Context: an optimization exercise on an open-source flow, tuned for small area, a short achievable clock period and few clock cycles. The choices shown serve that exercise and are no tape-out recipe. Where RTL was checked, it was by simulation tests only, not by an equivalence proof against the original. Power figures rest on the tool's default switching activity, not on a simulated workload.

==> flow/design.v (excerpt) <==
module sched_top (
    input  logic               clk,
    input  logic               rst,
    input  logic               in_req,
    input  logic [15:0]        in_insn,
    input  logic               out_ack,
    output logic               in_ack,
    output logic               out_req,
    output logic [26:0]        out_result
);
    logic [15:0] rf [8];
    logic        full;              
    logic        acc;               
    logic        ex_v;              
    logic [15:0] p_q, g_q;          
    logic        cin_q;
    logic [2:0]  rd_q;
    logic [3:0]  op;
    logic [15:0] a, b, imm, p_d, g_d;
    logic        cin_d;
    logic [16:0] c;
    logic [15:0] sum;
    assign acc = in_req && !in_ack && (!full || (out_req && out_ack));
    always_comb begin
        op  = in_insn[15:12];
        a   = rf[in_insn[8:6]];
        b   = rf[in_insn[5:3]];
        imm = {10'd0, in_insn[5:0]};
        p_d   = '0;
        g_d   = '0;
        cin_d = 1'b0;
        case (op)
            4'h0: begin p_d = a ^ b;   g_d = a & b;  end
            4'h1: begin p_d = ~(a ^ b); g_d = a & ~b; cin_d = 1'b1; end
            4'h2: p_d = a & b;
            4'h3: p_d = a ^ b;
            4'h8: begin p_d = a ^ imm; g_d = a & imm; end
            4'h9: p_d = {in_insn[5:0], 10'd0};
            default: ;
        endcase
        c[0] = cin_q;
        for (int i = 0; i < 16; i++) c[i+1] = g_q[i] | (p_q[i] & c[i]);
        sum = p_q ^ c[15:0];
    end
    always_ff @(posedge clk) begin
        p_q   <= p_d;
        g_q   <= g_d;
        cin_q <= cin_d;
        rd_q  <= in_insn[11:9];
    end
    always_ff @(posedge clk) begin
  ...
Size in the first run: about 790 cells after synthesis, about 49 I/O pins, ~0.0097 mm2 of cells after synthesis.
==> module sched_top, before the edit <==
module sched_top (
    input  logic               clk,
    input  logic               rst,
    input  logic               in_req,
    input  logic [15:0]        in_insn,
    input  logic               out_ack,
    output logic               in_ack,
    output logic               out_req,
    output logic [26:0]        out_result
);
    logic [15:0] rf [8];
    logic        full;              
    logic        acc;               
    logic        ex_v;              
    logic [15:0] p_q, g_q;          
    logic        cin_q;
    logic [2:0]  rd_q;
    logic [3:0]  op;
    logic [15:0] a, b, imm, p_d, g_d;
    logic        cin_d;
    logic [16:0] c;
    logic [15:0] sum;
    assign acc = in_req && !in_ack && (!full || (out_req && out_ack));
    always_comb begin
        op  = in_insn[15:12];
        a   = rf[in_insn[8:6]];
        b   = rf[in_insn[5:3]];
        imm = {10'd0, in_insn[5:0]};
        p_d   = '0;
        g_d   = '0;
        cin_d = 1'b0;
        case (op)
            4'h0: begin p_d = a ^ b;   g_d = a & b;  end
            4'h1: begin p_d = ~(a ^ b); g_d = a & ~b; cin_d = 1'b1; end
            4'h2: p_d = a & b;
            4'h3: p_d = a ^ b;
            4'h8: begin p_d = a ^ imm; g_d = a & imm; end
            4'h9: p_d = {in_insn[5:0], 10'd0};
            default: ;
        endcase
        c[0] = cin_q;
        for (int i = 0; i < 16; i++) c[i+1] = g_q[i] | (p_q[i] & c[i]);
        sum = p_q ^ c[15:0];
    end
    always_ff @(posedge clk) begin
        p_q   <= p_d;
        g_q   <= g_d;
        cin_q <= cin_d;
        rd_q  <= in_insn[11:9];
    end
    always_ff @(posedge clk) begin
        for (int r = 0; r < 8; r++) begin
            if (rst || (ex_v && rd_q == 3'(r))) rf[r] <= rst ? 16'd0 : sum;
        end
    end
    always_ff @(posedge clk) begin
        if (rst) begin
            in_ack            <= 1'b0;
            ex_v              <= 1'b0;
            full              <= 1'b0;
            out_req           <= 1'b0;
            out_result[26:19] <= 8'hff;             
        end else begin
            ex_v <= acc;
            if (acc)                    in_ack <= 1'b1;
            else if (in_ack && !in_req) in_ack <= 1'b0;
            if (ex_v) begin
                full              <= 1'b1;
                out_req           <= !out_ack;
                out_result[26:19] <= out_result[26:19] + 8'd1;
            end else if (out_req && out_ack) begin
                full    <= 1'b0;
                out_req <= 1'b0;
            end else if (full && !out_req && !out_ack) begin
                out_req <= 1'b1;
            end
        end
    end
    always_ff @(posedge clk) begin
        if (ex_v) out_result[18:0] <= {rd_q, sum};
    end
endmodule
==> flow/config.mk <==
export PLATFORM = sky130hd
export DESIGN_NAME = sched_top
export DESIGN_NICKNAME = sched_top
export VERILOG_FILES = /design/flow/design.v
export SDC_FILE = /design/flow/constraint.sdc
export NUM_CORES = 4
export LEC_CHECK = 0
export CAP_MARGIN = 20
export CORE_MARGIN = 2
export CORE_UTILIZATION = 40
export SLEW_MARGIN = 20
==> flow/constraint.sdc <==
create_clock -name core_clock -period 7.0 [get_ports {clk}]
set_input_delay 1.4000 -clock core_clock [delete_from_list [all_inputs] [get_ports {clk}]]
set_output_delay 1.4000 -clock core_clock [all_outputs]
set_load 0.01 [all_outputs]
run.sh (not shown) runs the stock make flow with config.mk's settings and CLKGATE_MAP_FILE= SYNTH_SCRIPT=/design/flow/synth_recipe.tcl, a recipe that flattens the netlist after the stock synthesis.
Testbench counts at the start, summed over its fixed seeds: cycles 6,400.
==> next run, changes <==
--- a/flow/design.v
+++ b/flow/design.v
@@ -49,66 +49,88 @@
     output logic               in_ack,
     output logic               out_req,
     output logic [26:0]        out_result
 );
     logic [15:0] rf [8];
+    logic [15:0] insn_q;            
+    logic        s1_v;              
+    logic        s2_v;              
     logic        full;              
     logic        acc;               
-    logic        ex_v;              
+    logic        mv;                
     logic [15:0] p_q, g_q;          
     logic        cin_q;
-    logic [2:0]  rd_q;
     logic [3:0]  op;
     logic [15:0] a, b, imm, p_d, g_d;
     logic        cin_d;
     logic [16:0] c;
+    logic [15:0] pg_g [5];
+    logic [15:0] pg_p [5];
     logic [15:0] sum;
-    assign acc = in_req && !in_ack && (!full || (out_req && out_ack));
+    assign acc = in_req && !in_ack && !s1_v;
+    assign mv  = s1_v && !s2_v && (!full || (out_req && out_ack));
     always_comb begin
-        op  = in_insn[15:12];
-        a   = rf[in_insn[8:6]];
-        b   = rf[in_insn[5:3]];
-        imm = {10'd0, in_insn[5:0]};
+        op  = insn_q[15:12];
+        a   = rf[insn_q[8:6]];
+        b   = rf[insn_q[5:3]];
+        imm = {10'd0, insn_q[5:0]};
         p_d   = '0;
         g_d   = '0;
         cin_d = 1'b0;
         case (op)
-            4'h0: begin p_d = a ^ b;   g_d = a & b;  end
+            4'h0: begin p_d = a ^ b;    g_d = a & b;  end
             4'h1: begin p_d = ~(a ^ b); g_d = a & ~b; cin_d = 1'b1; end
             4'h2: p_d = a & b;
             4'h3: p_d = a ^ b;
-            4'h8: begin p_d = a ^ imm; g_d = a & imm; end
-            4'h9: p_d = {in_insn[5:0], 10'd0};
+            4'h8: begin p_d = a ^ imm;  g_d = a & imm; end
+            4'h9: p_d = {insn_q[5:0], 10'd0};
             default: ;
         endcase
-        c[0] = cin_q;
-        for (int i = 0; i < 16; i++) c[i+1] = g_q[i] | (p_q[i] & c[i]);
+        g_d[0] = g_d[0] | (p_d[0] & cin_d);   
+        pg_g[0] = g_q;
+        pg_p[0] = p_q;
+        for (int l = 1; l <= 4; l++) begin
+            pg_g[l] = pg_g[l-1];
+            pg_p[l] = pg_p[l-1];
+            for (int i = 0; i < 16; i++) begin
+                if (((i >> (l - 1)) & 1) == 1) begin
+                    pg_g[l][i] = pg_g[l-1][i] | (pg_p[l-1][i] & pg_g[l-1][((i >> (l - 1)) << (l - 1)) - 1]);
+                    pg_p[l][i] = pg_p[l-1][i] & pg_p[l-1][((i >> (l - 1)) << (l - 1)) - 1];
+                end
+            end
+        end
+        c   = {pg_g[4], cin_q};
         sum = p_q ^ c[15:0];
+    end
+    always_ff @(posedge clk) begin
+        if (!s1_v) insn_q <= in_insn;
     end
     always_ff @(posedge clk) begin
         p_q   <= p_d;
         g_q   <= g_d;
         cin_q <= cin_d;
-        rd_q  <= in_insn[11:9];
     end
     always_ff @(posedge clk) begin
         for (int r = 0; r < 8; r++) begin
-            if (rst || (ex_v && rd_q == 3'(r))) rf[r] <= rst ? 16'd0 : sum;
+            if (rst || (s2_v && out_result[18:16] == 3'(r))) rf[r] <= rst ? 16'd0 : sum;
         end
     end
     always_ff @(posedge clk) begin
         if (rst) begin
             in_ack            <= 1'b0;
-            ex_v              <= 1'b0;
+            s1_v              <= 1'b0;
+            s2_v              <= 1'b0;
             full              <= 1'b0;
             out_req           <= 1'b0;
             out_result[26:19] <= 8'hff;             
         end else begin
-            ex_v <= acc;
             if (acc)                    in_ack <= 1'b1;
             else if (in_ack && !in_req) in_ack <= 1'b0;
-            if (ex_v) begin
+            if (acc)     s1_v <= 1'b1;
+            else if (mv) s1_v <= 1'b0;
+            s2_v <= mv;
+            if (s2_v) begin
                 full              <= 1'b1;
                 out_req           <= !out_ack;
                 out_result[26:19] <= out_result[26:19] + 8'd1;
             end else if (out_req && out_ack) begin
                 full    <= 1'b0;
@@ -117,8 +139,9 @@
                 out_req <= 1'b1;
             end
         end
     end
     always_ff @(posedge clk) begin
-        if (ex_v) out_result[18:0] <= {rd_q, sum};
+        if (mv)   out_result[18:16] <= insn_q[11:9];
+        if (s2_v) out_result[15:0]  <= sum;
     end
 endmodule
The new run passed the timing, DRC and antenna checks. Wire length goes up by 3.3%. Power goes up by 25%. Final cell count goes up by 7.6%. Utilization barely changes. First-iteration DRC count goes up by 3.5%. Sequential share of layout area goes up by 0.12 points. Non-clock buffer count goes up by 3. Cell area goes up by 7.9%. Setup slack gets better by 3200 ps. Die area goes up by 8.6%. Maximum frequency goes up by 92%. Worst hold slack gets worse by 42 ps. Global-route usage goes down by 1.6 points.
No functional check of the RTL was part of the second run of this note.

-- afterwards: timing with drivers on the ports --
Ports are ideal in the flow. The routed layouts listed here were re-timed in OpenROAD.
Step 1 (the two cells are an assumption about what drives the block):
set clk [get_ports {clk}]
set_driving_cell -lib_cell sky130_fd_sc_hd__clkbuf_16 $clk
set_driving_cell -lib_cell sky130_fd_sc_hd__buf_2 [delete_from_list [all_inputs] $clk]
Step 2 adds t to the input delays and takes it off the output delays; t is the mean of the earliest and latest rising clock arrival at the registers after step 1. Input paths then give back, and output paths get back, about the clock's delay inside the block.
Three values: no drivers, after step 1, after step 2; two values: the first two.
run | shift t [ns] | slack for setup (ns) | worst setup path at the end | latest minus earliest clock arrival (ns)
the first run | 0.489 | 0.208 / 0.208 / 0.208 | register to register | 0.013 / 0.013
the second run | 0.559 | 3.454 / 3.454 / 3.406 | input to register | 0.017 / 0.018
After both steps setup and hold are still met in every run listed. For the second run, which loses most, drivers alone change the setup slack by 0.000 ns; drivers and shift together by -0.048 ns.
